From an optimization exercise on the open Yosys and OpenROAD flow, aimed at small area and a short achievable clock period; shortcuts taken in it are not production practice.
Where RTL was checked, it was by simulation tests only, not by an equivalence proof against the original.
Power and IR drop assume default switching activity.

==> inputs of run M <==
## rv_exec_top
module rv_exec_top (
    input  logic                  clk,
    input  logic                  resetb,
    input  logic                  in_valid,
    input  rv_exec_pkg::word_t    in_insn,
    input  rv_exec_pkg::word_t    in_pc,
    input  rv_exec_pkg::word_t    in_rs1_data,
    input  rv_exec_pkg::word_t    in_rs2_data,
    output logic                  out_valid,
    output rv_exec_pkg::reg_idx_t out_rd,
    output logic                  out_rd_we,
    output rv_exec_pkg::word_t    out_result,
    output rv_exec_pkg::word_t    out_next_pc,
    output logic                  out_illegal
);
Settings: LEC_CHECK=0, CAP_MARGIN=20, CORE_MARGIN=2, CORE_UTILIZATION=40, SETUP_SLACK_MARGIN=1.5, SLEW_MARGIN=20; clock period 5.0 ns.
run.sh (not shown) runs the stock make flow with config.mk's settings and CLKGATE_MAP_FILE= SYNTH_SCRIPT=/design/flow/synth_recipe.tcl, a recipe that flattens the netlist after the stock synthesis.
==> run H: changes against run M <==
Settings changed: SETUP_SLACK_MARGIN 1.5 to unset.
==> qor summary <==
metric	run H	run M
Outcome	timing/DRC/antenna clean	timing/DRC/antenna clean
Arrival time of data at the critical path endpoint	5350 ps	4710 ps
Combinational power share	31.1%	31.9%
Placer's final routability congestion estimate	1.003	1.041
Max rail drop VDD	0.2559 mV	0.3110 mV
Slowest-stage cell, CP	fa_1	fa_2
Wire length after detailed routing	69570 µm	72140 µm
Clock Skew	25.07 ps	7.805 ps
Num CTS Buffers	23	22
Static Leakage	8.892 nW	9.366 nW
Transition time at the pin with the least slew margin	1149 ps	953.7 ps
GRT Resource Usage Total	33.46%	34.39%
Clock network latency to the later pin of the worst-skew pair	540 ps	520 ps
Vias after detailed routing	16020	16350
End of the worst register-to-register path	i_retire.out_result[30]	i_retire.npc_q[19]
Number of global-route vias before repair	15290	15680
Met3 usage	8.701%	6.526%
Number of optimization iterations in the first detailed-route pass	8	7
Post-Place Setup Slack	-429.3 ps	-255.1 ps
Fin cells	2688	2730
Upper clock frequency limit	205.8 MHz	235.1 MHz
Post-route minimum period	4860 ps	4253 ps
Routed length on met2	29760 µm	30920 µm
Post-place instance area	19090 µm²	19330 µm²
Post-Route Utilization	51.81%	55.06%
Power density cells	261.0 nW/µm²	259.3 nW/µm²
Endpoint with the worst hold slack	i_retire.out_rd[2]	i_retire.out_rd[4]
No functional check of the RTL was part of any run of this note.

---

==> 06-12: inputs <==
==> flow/design.v <==
`default_nettype none
package rv_exec_pkg;
    typedef logic [31:0] word_t;
    typedef logic [4:0]  reg_idx_t;
    typedef logic [2:0]  funct3_t;
    localparam int lo_w = 16;
endpackage
`default_nettype wire
`default_nettype none
module rv_add #(
    parameter int W = 32
) (
    input  logic [W-1:0] a,
    input  logic [W-1:0] b,
    input  logic         cin,
    output logic [W:0]   s
);
    assign s = {1'b0, a} + {1'b0, b} + {{W{1'b0}}, cin};
endmodule
`default_nettype wire
`default_nettype none
module rv_decode (
    input  logic                  clk,
    input  logic                  resetb,
    input  logic                  in_valid,
    input  rv_exec_pkg::word_t    in_insn,
    input  rv_exec_pkg::word_t    in_pc,
    input  rv_exec_pkg::word_t    in_rs1_data,
    input  rv_exec_pkg::word_t    in_rs2_data,
    output logic                  d_valid,
    output rv_exec_pkg::word_t    d_op1,       
    output logic [31:rv_exec_pkg::lo_w] d_op2_hi,  
    output logic                  d_cy,        
    output logic                  d_eq_lo,     
    output logic [29:0]           d_pc,        
    output logic [10:0]           d_boff,      
    output logic                  d_sel_sum,   
    output logic                  d_sel_lt,    
    output logic                  d_sel_link,  
    output logic                  d_uns,       
    output logic                  d_br_inv,    
    output logic                  d_br_lt,     
    output rv_exec_pkg::reg_idx_t d_rd,
    output logic                  d_rd_we,     
    output logic                  d_ill,       
    output logic                  d_br_mis,    
    output logic                  d_br_ok,     
    output logic                  d_jmp_ok     
);
    localparam int L = rv_exec_pkg::lo_w;
    logic [6:0] opc;
    logic [2:0] f3;
    logic       is_op, is_opi, is_lui, is_auipc, is_jal, is_jalr, is_br, is_alu;
    logic       f7_ok, br_f3_ok, legal, jal_mis, jalr_mis;
    logic       sub, logic_op, sum_op;
    rv_exec_pkg::word_t imm_i, imm_u, imm_j, opb, adda, addb, logic_res, op1;
    logic [4:0]  shamt;
    logic [32:0] sr_in;
    rv_exec_pkg::word_t rev_in, sr_out, rev_out;
    logic [L:0]  lo_s;
    assign opc = in_insn[6:0];
    assign f3  = in_insn[14:12];
    assign is_op    = (opc == 7'b0110011);
    assign is_opi   = (opc == 7'b0010011);
    assign is_lui   = (opc == 7'b0110111);
    assign is_auipc = (opc == 7'b0010111);
    assign is_jal   = (opc == 7'b1101111);
    assign is_jalr  = (opc == 7'b1100111);
    assign is_br    = (opc == 7'b1100011);
    assign is_alu   = is_op || is_opi;
    assign f7_ok    = (in_insn[31:25] == 7'h00) || (in_insn[31:25] == 7'h20);
    assign br_f3_ok = (f3[2:1] != 2'b01);
    assign jal_mis  = in_insn[21];
    assign jalr_mis = in_rs1_data[1] ^ in_insn[21] ^ (in_rs1_data[0] & in_insn[20]);
    assign legal = (is_op && f7_ok) || is_opi || is_lui || is_auipc ||
                   (is_jal && !jal_mis) || (is_jalr && !jalr_mis) || (is_br && br_f3_ok);
    assign imm_i = {{20{in_insn[31]}}, in_insn[31:20]};
    assign imm_u = {in_insn[31:12], 12'h0};
    assign imm_j = {{12{in_insn[31]}}, in_insn[19:12], in_insn[20], in_insn[30:21], 1'b0};
    assign opb   = in_insn[5] ? in_rs2_data : imm_i;
    assign shamt = opb[4:0];
    always_comb begin
        for (int i = 0; i < 32; i++) rev_in[i] = in_rs1_data[31 - i];
    end
    assign sr_in  = f3[2] ? {in_insn[30] & in_rs1_data[31], in_rs1_data} : {1'b0, rev_in};
    assign sr_out = rv_exec_pkg::word_t'($signed(sr_in) >>> shamt);
    always_comb begin
        for (int i = 0; i < 32; i++) rev_out[i] = sr_out[31 - i];
    end
    always_comb begin
        case (f3[1:0])
            2'd0:    logic_res = in_rs1_data ^ opb;
            2'd2:    logic_res = in_rs1_data | opb;
            2'd3:    logic_res = in_rs1_data & opb;
            default: logic_res = f3[2] ? sr_out : rev_out;
        endcase
    end
    always_comb begin
        adda = (in_insn[3] || (in_insn[2] && !in_insn[5])) ? in_pc : in_rs1_data;
        if (in_insn[4] && in_insn[2] && in_insn[5]) adda = '0;
        if (in_insn[3])                     addb = imm_j;
        else if (in_insn[4] && in_insn[2])  addb = imm_u;
        else if (in_insn[5] && !in_insn[2]) addb = in_rs2_data;
        else                                addb = imm_i;
    end
    assign sub = !in_insn[2] && (in_insn[6] || f3[1] || (in_insn[5] && in_insn[30]));
    rv_add #(.W(L)) i_lo_add (
        .a(adda[L-1:0]), .b(addb[L-1:0] ^ {L{sub}}), .cin(sub), .s(lo_s)
    );
    assign logic_op = !in_insn[6] && !in_insn[2] && (f3 == 3'd1 || f3[2]);
    assign sum_op   = !in_insn[6] && (in_insn[2] || f3 == 3'd0);
    always_comb begin
        op1 = logic_op ? logic_res : adda;
        if (!logic_op) op1[L-1:0] = lo_s[L-1:0];
    end
    always_ff @(posedge clk or negedge resetb) begin
        if (!resetb) d_valid <= 1'b0;
        else         d_valid <= in_valid;
    end
    always_ff @(posedge clk) begin
        d_op1      <= op1;
        d_op2_hi   <= addb[31:L] ^ {(32 - L){sub}};
        d_cy       <= lo_s[L];
        d_eq_lo    <= (in_rs1_data[L-1:0] == in_rs2_data[L-1:0]);
        d_pc       <= in_pc[31:2];
        d_boff     <= {in_insn[31], in_insn[7], in_insn[30:25], in_insn[11:9]};
        d_sel_sum  <= sum_op;
        d_sel_lt   <= is_alu && f3[2:1] == 2'b01;
        d_sel_link <= in_insn[6] && in_insn[2];
        d_uns      <= is_br ? f3[1] : f3[0];
        d_br_inv   <= f3[0];
        d_br_lt    <= f3[2];
        d_rd       <= in_insn[11:7];
        d_rd_we    <= legal && !is_br && (in_insn[11:7] != 5'd0);
        d_ill      <= !legal;
        d_br_mis   <= is_br && br_f3_ok && in_insn[8];
        d_br_ok    <= is_br && br_f3_ok && !in_insn[8];
        d_jmp_ok   <= (is_jal && !jal_mis) || (is_jalr && !jalr_mis);
    end
endmodule
`default_nettype wire
`default_nettype none
module rv_alu (
    input  logic                  d_sel_sum,
    input  logic                  d_sel_lt,
    input  logic                  d_sel_link,
    input  logic                  d_uns,
    input  rv_exec_pkg::word_t    d_op1,
    input  logic [31:rv_exec_pkg::lo_w] d_op2_hi,
    input  logic                  d_cy,
    input  logic                  d_eq_lo,
    input  logic [29:0]           pc4,
    output rv_exec_pkg::word_t    sum,          
    output logic                  eq,           
    output logic                  lt,           
    output rv_exec_pkg::word_t    alu_result
);
    localparam int L = rv_exec_pkg::lo_w;
    logic [32-L:0]  hi_s;
    logic [31:L]    a_hi;
    assign a_hi = d_op1[31:L];
    rv_add #(.W(32 - L)) i_hi_add (.a(a_hi), .b(d_op2_hi), .cin(d_cy), .s(hi_s));
    assign sum = {hi_s[31-L:0], d_op1[L-1:0]};
    assign eq  = d_eq_lo && (&(a_hi ^ d_op2_hi));
    assign lt  = (!d_uns && (a_hi[31] == d_op2_hi[31])) ? a_hi[31] : !hi_s[32-L];
    always_comb begin
        if (d_sel_lt)        alu_result = {31'h0, lt};
        else if (d_sel_link) alu_result = {pc4, 2'b00};
        else if (d_sel_sum)  alu_result = sum;
        else                 alu_result = d_op1;
    end
endmodule
`default_nettype wire
`default_nettype none
module rv_branch (
    input  logic        eq,
    input  logic        lt,
    input  logic        d_br_inv,
    input  logic        d_br_lt,
    input  logic [29:0] d_pc,
    input  logic [10:0] d_boff,
    input  rv_exec_pkg::word_t sum,
    input  logic        d_br_ok,
    input  logic        d_br_mis,
    input  logic        d_jmp_ok,
    output logic [29:0] pc4,
    output logic [29:0] next_pc,      
    output logic        br_mis_taken
);
    logic [30:0] tgt;
    logic        cond;
    assign pc4 = d_pc + 30'd1;
    rv_add #(.W(30)) i_tgt_add (
        .a(d_pc), .b({{19{d_boff[10]}}, d_boff}), .cin(1'b0), .s(tgt)
    );
    assign cond         = d_br_inv ^ (d_br_lt ? lt : eq);
    assign br_mis_taken = d_br_mis && cond;
    always_comb begin
        if (d_jmp_ok)               next_pc = sum[31:2];
        else if (d_br_ok && cond)   next_pc = tgt[29:0];
        else                        next_pc = pc4;
    end
endmodule
`default_nettype wire
`default_nettype none
module rv_retire (
    input  logic                    clk,
    input  logic                    resetb,
    input  logic                    d_valid,
    input  rv_exec_pkg::reg_idx_t   d_rd,
    input  logic                    d_rd_we,
    input  logic                    d_ill,
    input  logic                    br_mis_taken,
    input  rv_exec_pkg::word_t      result,
    input  logic [29:0]             next_pc,
    output logic                    out_valid,
    output rv_exec_pkg::reg_idx_t   out_rd,
    output logic                    out_rd_we,
    output rv_exec_pkg::word_t      out_result,
    output rv_exec_pkg::word_t      out_next_pc,
    output logic                    out_illegal
);
    logic [29:0] npc_q;
    always_ff @(posedge clk or negedge resetb) begin
        if (!resetb) out_valid <= 1'b0;
        else         out_valid <= d_valid;
    end
    always_ff @(posedge clk) begin
        out_rd      <= d_rd;
        out_rd_we   <= d_rd_we;
        out_result  <= result;
        npc_q       <= next_pc;
        out_illegal <= d_ill || br_mis_taken;
    end
    assign out_next_pc = {npc_q, 2'b00};
endmodule
`default_nettype wire
`default_nettype none
module rv_exec_top (
    input  logic                  clk,
    input  logic                  resetb,
    input  logic                  in_valid,
    input  rv_exec_pkg::word_t    in_insn,
    input  rv_exec_pkg::word_t    in_pc,
    input  rv_exec_pkg::word_t    in_rs1_data,
    input  rv_exec_pkg::word_t    in_rs2_data,
    output logic                  out_valid,
    output rv_exec_pkg::reg_idx_t out_rd,
    output logic                  out_rd_we,
    output rv_exec_pkg::word_t    out_result,
    output rv_exec_pkg::word_t    out_next_pc,
    output logic                  out_illegal
);
    logic                  d_valid;
    rv_exec_pkg::word_t    d_op1;
    logic [31:rv_exec_pkg::lo_w] d_op2_hi;
    logic                  d_cy, d_eq_lo;
    logic [29:0]           d_pc;
    logic [10:0]           d_boff;
    logic                  d_sel_sum, d_sel_lt, d_sel_link, d_uns, d_br_inv, d_br_lt;
    rv_exec_pkg::reg_idx_t d_rd;
    logic                  d_rd_we, d_ill, d_br_mis, d_br_ok, d_jmp_ok;
    rv_exec_pkg::word_t    sum, alu_result;
    logic                  eq, lt, br_mis_taken;
    logic [29:0]           pc4, next_pc;
    rv_decode i_decode (
        .clk, .resetb, .in_valid, .in_insn, .in_pc, .in_rs1_data, .in_rs2_data,
        .d_valid, .d_op1, .d_op2_hi, .d_cy, .d_eq_lo, .d_pc, .d_boff, .d_sel_sum, .d_sel_lt,
        .d_sel_link, .d_uns, .d_br_inv, .d_br_lt, .d_rd, .d_rd_we, .d_ill, .d_br_mis,
        .d_br_ok, .d_jmp_ok
    );
    rv_alu i_alu (
        .d_sel_sum, .d_sel_lt, .d_sel_link, .d_uns, .d_op1, .d_op2_hi, .d_cy, .d_eq_lo, .pc4,
        .sum, .eq, .lt, .alu_result
    );
    rv_branch i_branch (
        .eq, .lt, .d_br_inv, .d_br_lt, .d_pc, .d_boff, .sum, .d_br_ok, .d_br_mis, .d_jmp_ok,
        .pc4, .next_pc, .br_mis_taken
    );
    rv_retire i_retire (
        .clk, .resetb, .d_valid, .d_rd, .d_rd_we, .d_ill, .br_mis_taken,
        .result(alu_result), .next_pc,
        .out_valid, .out_rd, .out_rd_we, .out_result, .out_next_pc, .out_illegal
    );
endmodule
`default_nettype wire
==> flow/flow/run.sh <==
#!/bin/bash
# The standard layout, with plain buffers on the ports instead of the
# delay cells buffer_ports picks by default.
set -euo pipefail
export BUFFER_PORTS_ARGS="-buffer_cell sky130_fd_sc_hd__buf_1"
bash standard.sh > flow_make.log 2>&1
==> flow/standard.sh <==
#!/bin/bash
# synth_recipe.tcl (not shown) runs the flow's synth.tcl, then flattens the netlist and writes it again
# the make line also repeats each setting of config.mk as NAME=value (left out here)
make -C /OpenROAD-flow-scripts/flow DESIGN_CONFIG=/design/flow/config.mk WORK_HOME=/design/flow/orfs CLKGATE_MAP_FILE= SYNTH_SCRIPT=/design/flow/synth_recipe.tcl "${@:-finish}"
==> flow/config.mk <==
export PLATFORM = sky130hd
export DESIGN_NAME = rv_exec_top
export DESIGN_NICKNAME = rv_exec_top
export VERILOG_FILES = /design/flow/design.v
export SDC_FILE = /design/flow/constraint.sdc
export NUM_CORES = 4
export LEC_CHECK = 0
export CAP_MARGIN = 20
export CORE_MARGIN = 2
export CORE_UTILIZATION = 40
export SLEW_MARGIN = 20
==> flow/constraint.sdc <==
create_clock -name core_clock -period 5.0 [get_ports {clk}]
set_input_delay 1.0000 -clock core_clock [delete_from_list [all_inputs] [get_ports {clk}]]
set_output_delay 1.0000 -clock core_clock [all_outputs]
set_load 0.01 [all_outputs]
==> 04-04: changes against 06-12 <==
--- a/flow/design.v
+++ b/flow/design.v
@@ -3,7 +3,7 @@
     typedef logic [31:0] word_t;
     typedef logic [4:0]  reg_idx_t;
     typedef logic [2:0]  funct3_t;
-    localparam int lo_w = 16;
+    localparam int lo_w = 12;
 endpackage
 `default_nettype wire
 `default_nettype none
@@ -33,8 +33,12 @@
     output logic                  d_cy,        
     output logic                  d_eq_lo,     
     output logic [29:0]           d_pc,        
-    output logic [10:0]           d_boff,      
     output logic                  d_sel_sum,   
+    output logic                  d_sel_sh,    
+    output logic                  d_sh_r,      
+    output logic                  d_sh_a,      
+    output logic                  d_k_and,     
+    output logic                  d_k_xor,     
     output logic                  d_sel_lt,    
     output logic                  d_sel_link,  
     output logic                  d_uns,       
@@ -52,11 +56,9 @@
     logic [2:0] f3;
     logic       is_op, is_opi, is_lui, is_auipc, is_jal, is_jalr, is_br, is_alu;
     logic       f7_ok, br_f3_ok, legal, jal_mis, jalr_mis;
-    logic       sub, logic_op, sum_op;
-    rv_exec_pkg::word_t imm_i, imm_u, imm_j, opb, adda, addb, logic_res, op1;
-    logic [4:0]  shamt;
-    logic [32:0] sr_in;
-    rv_exec_pkg::word_t rev_in, sr_out, rev_out;
+    logic       sub, shift_op, logic_op, sum_op, k_and, k_xor;
+    rv_exec_pkg::word_t imm_i, imm_u, imm_j, adda, addb, addb_x, op1;
+    logic [31:L] op2_hi;
     logic [L:0]  lo_s;
     assign opc = in_insn[6:0];
     assign f3  = in_insn[14:12];
@@ -77,24 +79,6 @@
     assign imm_i = {{20{in_insn[31]}}, in_insn[31:20]};
     assign imm_u = {in_insn[31:12], 12'h0};
     assign imm_j = {{12{in_insn[31]}}, in_insn[19:12], in_insn[20], in_insn[30:21], 1'b0};
-    assign opb   = in_insn[5] ? in_rs2_data : imm_i;
-    assign shamt = opb[4:0];
-    always_comb begin
-        for (int i = 0; i < 32; i++) rev_in[i] = in_rs1_data[31 - i];
-    end
-    assign sr_in  = f3[2] ? {in_insn[30] & in_rs1_data[31], in_rs1_data} : {1'b0, rev_in};
-    assign sr_out = rv_exec_pkg::word_t'($signed(sr_in) >>> shamt);
-    always_comb begin
-        for (int i = 0; i < 32; i++) rev_out[i] = sr_out[31 - i];
-    end
-    always_comb begin
-        case (f3[1:0])
-            2'd0:    logic_res = in_rs1_data ^ opb;
-            2'd2:    logic_res = in_rs1_data | opb;
-            2'd3:    logic_res = in_rs1_data & opb;
-            default: logic_res = f3[2] ? sr_out : rev_out;
-        endcase
-    end
     always_comb begin
         adda = (in_insn[3] || (in_insn[2] && !in_insn[5])) ? in_pc : in_rs1_data;
         if (in_insn[4] && in_insn[2] && in_insn[5]) adda = '0;
@@ -103,15 +87,24 @@
         else if (in_insn[5] && !in_insn[2]) addb = in_rs2_data;
         else                                addb = imm_i;
     end
-    assign sub = !in_insn[2] && (in_insn[6] || f3[1] || (in_insn[5] && in_insn[30]));
-    rv_add #(.W(L)) i_lo_add (
-        .a(adda[L-1:0]), .b(addb[L-1:0] ^ {L{sub}}), .cin(sub), .s(lo_s)
-    );
-    assign logic_op = !in_insn[6] && !in_insn[2] && (f3 == 3'd1 || f3[2]);
+    assign sub = !in_insn[2] && (in_insn[6] || (!f3[2] && (f3[1] || (in_insn[5] && in_insn[30]))));
+    assign addb_x = addb ^ {32{sub}};
+    rv_add #(.W(L)) i_lo_add (.a(adda[L-1:0]), .b(addb_x[L-1:0]), .cin(sub), .s(lo_s));
+    assign k_and = f3[1];
+    assign k_xor = !(f3[1] && f3[0]);
+    assign shift_op = !in_insn[6] && !in_insn[2] && (f3[1:0] == 2'b01);
+    assign logic_op = !in_insn[6] && !in_insn[2] && f3[2] && (f3[1:0] != 2'b01);
     assign sum_op   = !in_insn[6] && (in_insn[2] || f3 == 3'd0);
     always_comb begin
-        op1 = logic_op ? logic_res : adda;
-        if (!logic_op) op1[L-1:0] = lo_s[L-1:0];
+        op1 = adda;
+        if (logic_op)
+            op1[L-1:0] = ({L{k_and}} & adda[L-1:0] & addb_x[L-1:0]) |
+                         ({L{k_xor}} & (adda[L-1:0] ^ addb_x[L-1:0]));
+        else if (!shift_op)
+            op1[L-1:0] = lo_s[L-1:0];
+        if (in_insn[6] && !in_insn[2]) op1[10:0] = {in_insn[31], in_insn[7], in_insn[30:25], in_insn[11:9]};
+        op2_hi = addb_x[31:L];
+        if (shift_op) op2_hi[L+4:L] = addb[4:0];
     end
     always_ff @(posedge clk or negedge resetb) begin
         if (!resetb) d_valid <= 1'b0;
@@ -119,12 +112,16 @@
     end
     always_ff @(posedge clk) begin
         d_op1      <= op1;
-        d_op2_hi   <= addb[31:L] ^ {(32 - L){sub}};
+        d_op2_hi   <= op2_hi;
         d_cy       <= lo_s[L];
-        d_eq_lo    <= (in_rs1_data[L-1:0] == in_rs2_data[L-1:0]);
+        d_eq_lo    <= &(adda[L-1:0] ^ addb_x[L-1:0]);
         d_pc       <= in_pc[31:2];
-        d_boff     <= {in_insn[31], in_insn[7], in_insn[30:25], in_insn[11:9]};
         d_sel_sum  <= sum_op;
+        d_sel_sh   <= shift_op;
+        d_sh_r     <= f3[2];
+        d_sh_a     <= in_insn[30];
+        d_k_and    <= logic_op && k_and;
+        d_k_xor    <= logic_op && k_xor;
         d_sel_lt   <= is_alu && f3[2:1] == 2'b01;
         d_sel_link <= in_insn[6] && in_insn[2];
         d_uns      <= is_br ? f3[1] : f3[0];
@@ -142,6 +139,11 @@
 `default_nettype none
 module rv_alu (
     input  logic                  d_sel_sum,
+    input  logic                  d_sel_sh,
+    input  logic                  d_sh_r,
+    input  logic                  d_sh_a,
+    input  logic                  d_k_and,
+    input  logic                  d_k_xor,
     input  logic                  d_sel_lt,
     input  logic                  d_sel_link,
     input  logic                  d_uns,
@@ -158,16 +160,34 @@
     localparam int L = rv_exec_pkg::lo_w;
     logic [32-L:0]  hi_s;
     logic [31:L]    a_hi;
+    logic [4:0]     shamt;
+    logic [32:0]    sr_in;
+    rv_exec_pkg::word_t rev_in, sr_out, rev_out, sh_res;
     assign a_hi = d_op1[31:L];
     rv_add #(.W(32 - L)) i_hi_add (.a(a_hi), .b(d_op2_hi), .cin(d_cy), .s(hi_s));
+    assign shamt = d_op2_hi[L+4:L];
+    always_comb begin
+        for (int i = 0; i < 32; i++) rev_in[i] = d_op1[31 - i];
+    end
+    assign sr_in  = d_sh_r ? {d_sh_a & d_op1[31], d_op1} : {1'b0, rev_in};
+    assign sr_out = rv_exec_pkg::word_t'($signed(sr_in) >>> shamt);
+    always_comb begin
+        for (int i = 0; i < 32; i++) rev_out[i] = sr_out[31 - i];
+    end
+    assign sh_res = d_sh_r ? sr_out : rev_out;
     assign sum = {hi_s[31-L:0], d_op1[L-1:0]};
     assign eq  = d_eq_lo && (&(a_hi ^ d_op2_hi));
     assign lt  = (!d_uns && (a_hi[31] == d_op2_hi[31])) ? a_hi[31] : !hi_s[32-L];
     always_comb begin
         if (d_sel_lt)        alu_result = {31'h0, lt};
         else if (d_sel_link) alu_result = {pc4, 2'b00};
-        else if (d_sel_sum)  alu_result = sum;
-        else                 alu_result = d_op1;
+        else if (d_sel_sh)   alu_result = sh_res;
+        else begin
+            alu_result[L-1:0]  = d_op1[L-1:0];
+            alu_result[31:L]   = ({(32 - L){d_sel_sum}} & hi_s[31-L:0]) |
+                                 ({(32 - L){d_k_and}} & a_hi & d_op2_hi) |
+                                 ({(32 - L){d_k_xor}} & (a_hi ^ d_op2_hi));
+        end
     end
 endmodule
 `default_nettype wire
@@ -187,18 +207,32 @@
     output logic [29:0] next_pc,      
     output logic        br_mis_taken
 );
-    logic [30:0] tgt;
+    logic [11:0] tgt_lo;
+    logic [11:0] pc4_lo;
+    logic [18:0] pc_hi, inc_hi, dec_hi, tgt_hi, pc4_hi;
+    logic [29:0] tgt;
     logic        cond;
-    assign pc4 = d_pc + 30'd1;
-    rv_add #(.W(30)) i_tgt_add (
-        .a(d_pc), .b({{19{d_boff[10]}}, d_boff}), .cin(1'b0), .s(tgt)
-    );
+    assign pc_hi  = d_pc[29:11];
+    assign inc_hi = pc_hi + 19'd1;
+    assign dec_hi = pc_hi - 19'd1;
+    assign pc4_lo = {1'b0, d_pc[10:0]} + 12'd1;
+    assign pc4_hi = pc4_lo[11] ? inc_hi : pc_hi;
+    assign pc4    = {pc4_hi, pc4_lo[10:0]};
+    assign tgt_lo = {1'b0, d_pc[10:0]} + {1'b0, d_boff};
+    always_comb begin
+        case ({tgt_lo[11], d_boff[10]})
+            2'b10:   tgt_hi = inc_hi;
+            2'b01:   tgt_hi = dec_hi;
+            default: tgt_hi = pc_hi;
+        endcase
+    end
+    assign tgt = {tgt_hi, tgt_lo[10:0]};
     assign cond         = d_br_inv ^ (d_br_lt ? lt : eq);
     assign br_mis_taken = d_br_mis && cond;
     always_comb begin
-        if (d_jmp_ok)               next_pc = sum[31:2];
-        else if (d_br_ok && cond)   next_pc = tgt[29:0];
-        else                        next_pc = pc4;
+        if (d_br_ok && cond)  next_pc = tgt[29:0];
+        else if (d_jmp_ok)    next_pc = sum[31:2];
+        else                  next_pc = pc4;
     end
 endmodule
 `default_nettype wire
@@ -256,8 +290,7 @@
     logic [31:rv_exec_pkg::lo_w] d_op2_hi;
     logic                  d_cy, d_eq_lo;
     logic [29:0]           d_pc;
-    logic [10:0]           d_boff;
-    logic                  d_sel_sum, d_sel_lt, d_sel_link, d_uns, d_br_inv, d_br_lt;
+    logic                  d_sel_sum, d_sel_sh, d_sh_r, d_sh_a, d_k_and, d_k_xor, d_sel_lt, d_sel_link, d_uns, d_br_inv, d_br_lt;
     rv_exec_pkg::reg_idx_t d_rd;
     logic                  d_rd_we, d_ill, d_br_mis, d_br_ok, d_jmp_ok;
     rv_exec_pkg::word_t    sum, alu_result;
@@ -265,16 +298,16 @@
     logic [29:0]           pc4, next_pc;
     rv_decode i_decode (
         .clk, .resetb, .in_valid, .in_insn, .in_pc, .in_rs1_data, .in_rs2_data,
-        .d_valid, .d_op1, .d_op2_hi, .d_cy, .d_eq_lo, .d_pc, .d_boff, .d_sel_sum, .d_sel_lt,
+        .d_valid, .d_op1, .d_op2_hi, .d_cy, .d_eq_lo, .d_pc, .d_sel_sum, .d_sel_sh, .d_sh_r, .d_sh_a, .d_k_and, .d_k_xor, .d_sel_lt,
         .d_sel_link, .d_uns, .d_br_inv, .d_br_lt, .d_rd, .d_rd_we, .d_ill, .d_br_mis,
         .d_br_ok, .d_jmp_ok
     );
     rv_alu i_alu (
-        .d_sel_sum, .d_sel_lt, .d_sel_link, .d_uns, .d_op1, .d_op2_hi, .d_cy, .d_eq_lo, .pc4,
+        .d_sel_sum, .d_sel_sh, .d_sh_r, .d_sh_a, .d_k_and, .d_k_xor, .d_sel_lt, .d_sel_link, .d_uns, .d_op1, .d_op2_hi, .d_cy, .d_eq_lo, .pc4,
         .sum, .eq, .lt, .alu_result
     );
     rv_branch i_branch (
-        .eq, .lt, .d_br_inv, .d_br_lt, .d_pc, .d_boff, .sum, .d_br_ok, .d_br_mis, .d_jmp_ok,
+        .eq, .lt, .d_br_inv, .d_br_lt, .d_pc, .d_boff(d_op1[10:0]), .sum, .d_br_ok, .d_br_mis, .d_jmp_ok,
         .pc4, .next_pc, .br_mis_taken
     );
     rv_retire i_retire (
Settings changed: ABC_AREA set to 1, SETUP_SLACK_MARGIN set to 2.0.
==> 04-03: changes against 06-12 <==
==> flow/design.v, changed modules only <==
module rv_add #(
    parameter int W = 32
) (
    input  logic [W-1:0] a,
    input  logic [W-1:0] b,
    input  logic         cin,
    output logic [W:0]   s
);
    logic [W-1:0] g, p, gg, pp;
    always_comb begin
        g  = a & b;
        p  = a ^ b;
        gg = g;
        pp = p;
        gg[0] = g[0] | (p[0] & cin);
        for (int d = 1; d < W; d = d * 2) begin
            for (int i = 2 * d - 1; i < W; i += 2 * d) begin
                gg[i] = gg[i] | (pp[i] & gg[i - d]);
                pp[i] = pp[i] & pp[i - d];
            end
        end
        for (int d = 16; d >= 1; d = d / 2) begin
            for (int i = 3 * d - 1; i < W; i += 2 * d) begin
                gg[i] = gg[i] | (pp[i] & gg[i - d]);
                pp[i] = pp[i] & pp[i - d];
            end
        end
        s[0] = p[0] ^ cin;
        for (int i = 1; i < W; i++) s[i] = p[i] ^ gg[i - 1];
        s[W] = gg[W - 1];
    end
endmodule
==> flow/run.sh (new file) <==
#!/bin/bash
# synth_recipe.tcl (not shown) runs the flow's synth.tcl, then flattens the netlist and writes it again
# the make line also repeats each setting of config.mk as NAME=value (left out here)
make -C /OpenROAD-flow-scripts/flow DESIGN_CONFIG=/design/flow/config.mk WORK_HOME=/design/flow/orfs CLKGATE_MAP_FILE= SYNTH_SCRIPT=/design/flow/synth_recipe.tcl finish
removed: flow/flow/run.sh
removed: flow/standard.sh
==> summary of the runs <==
- 06-12 completed without violations. 04-04 ran to the end with no violations. 04-03 passed the timing, design-rule and antenna checks.
- The lowest utilization belongs to 06-12, the highest to 04-03.
- The highest global-route usage belongs to 04-04, the lowest to 06-12.
- Area after synthesis, highest first: 06-12, 04-03, 04-04.
- Worst hold slack, lowest first: 04-04, 04-03, 06-12.
- In flip-flop and latch count, 04-03 and 06-12 do not differ.
==> figures <==
metric                                                                          04-03           06-12           04-04
Run status                                                             finished clean  finished clean  finished clean
Final Routed Wirelength                                                      60700 um        58500 um        63100 um
Clock Power                                                                 0.00128 W       0.00132 W       0.00143 W
Layout inverter count without the clock tree                                       98             102             167
Dpl cell area                                                             0.0175 mm^2     0.0160 mm^2     0.0150 mm^2
Number of cells traversed by the worst register-to-register path                   16              15              14
Met3 GRT Util                                                                  0.0438          0.0416          0.0567
Global routing usage on met2                                                    0.503           0.485           0.515
Cell-internal power                                                         0.00326 W       0.00305 W       0.00333 W
Count of buffering cells on the critical path with inverters included               1               1               5
Number of vias per cell after detailed routing                                   5.88            5.95            5.75
For 06-12 and 04-03, only the layout was checked, not whether the RTL still works.

## port drivers added, routing unchanged
The results above use ideal ports. As a check the final layouts listed here were re-extracted and re-timed, cells and wires unchanged.
Step 1 (the two cells are an assumption about what drives the block):
set clk [get_ports {clk}]
set_driving_cell -lib_cell sky130_fd_sc_hd__clkbuf_16 $clk
set_driving_cell -lib_cell sky130_fd_sc_hd__buf_2 [delete_from_list [all_inputs] $clk]
Step 2 adds t to the input delays and takes it off the output delays; t is the mean of the earliest and latest rising clock arrival at the registers after step 1. Input paths then give back, and output paths get back, about the clock's delay inside the block.
a / b / c = no drivers / after step 1 / after step 2; a / b = the first two.
run	shift t [ns]	slack for setup (ns)	worst setup path after step 2
run M	0.567	0.747 / 0.771 / 0.204	input to register
run H	0.583	0.140 / 0.165 / -0.418	input to register
06-12	0.477	0.596 / 0.609 / 0.132	input to register
04-04	0.510	1.953 / 1.929 / 1.418	input to register
04-03	0.483	0.151 / 0.178 / -0.306	input to register
Met with ideal ports but missed after step 2: setup timing in run H and 04-03. For run H, which loses most, drivers alone change the setup slack by +0.025 ns; drivers and shift together by -0.558 ns.
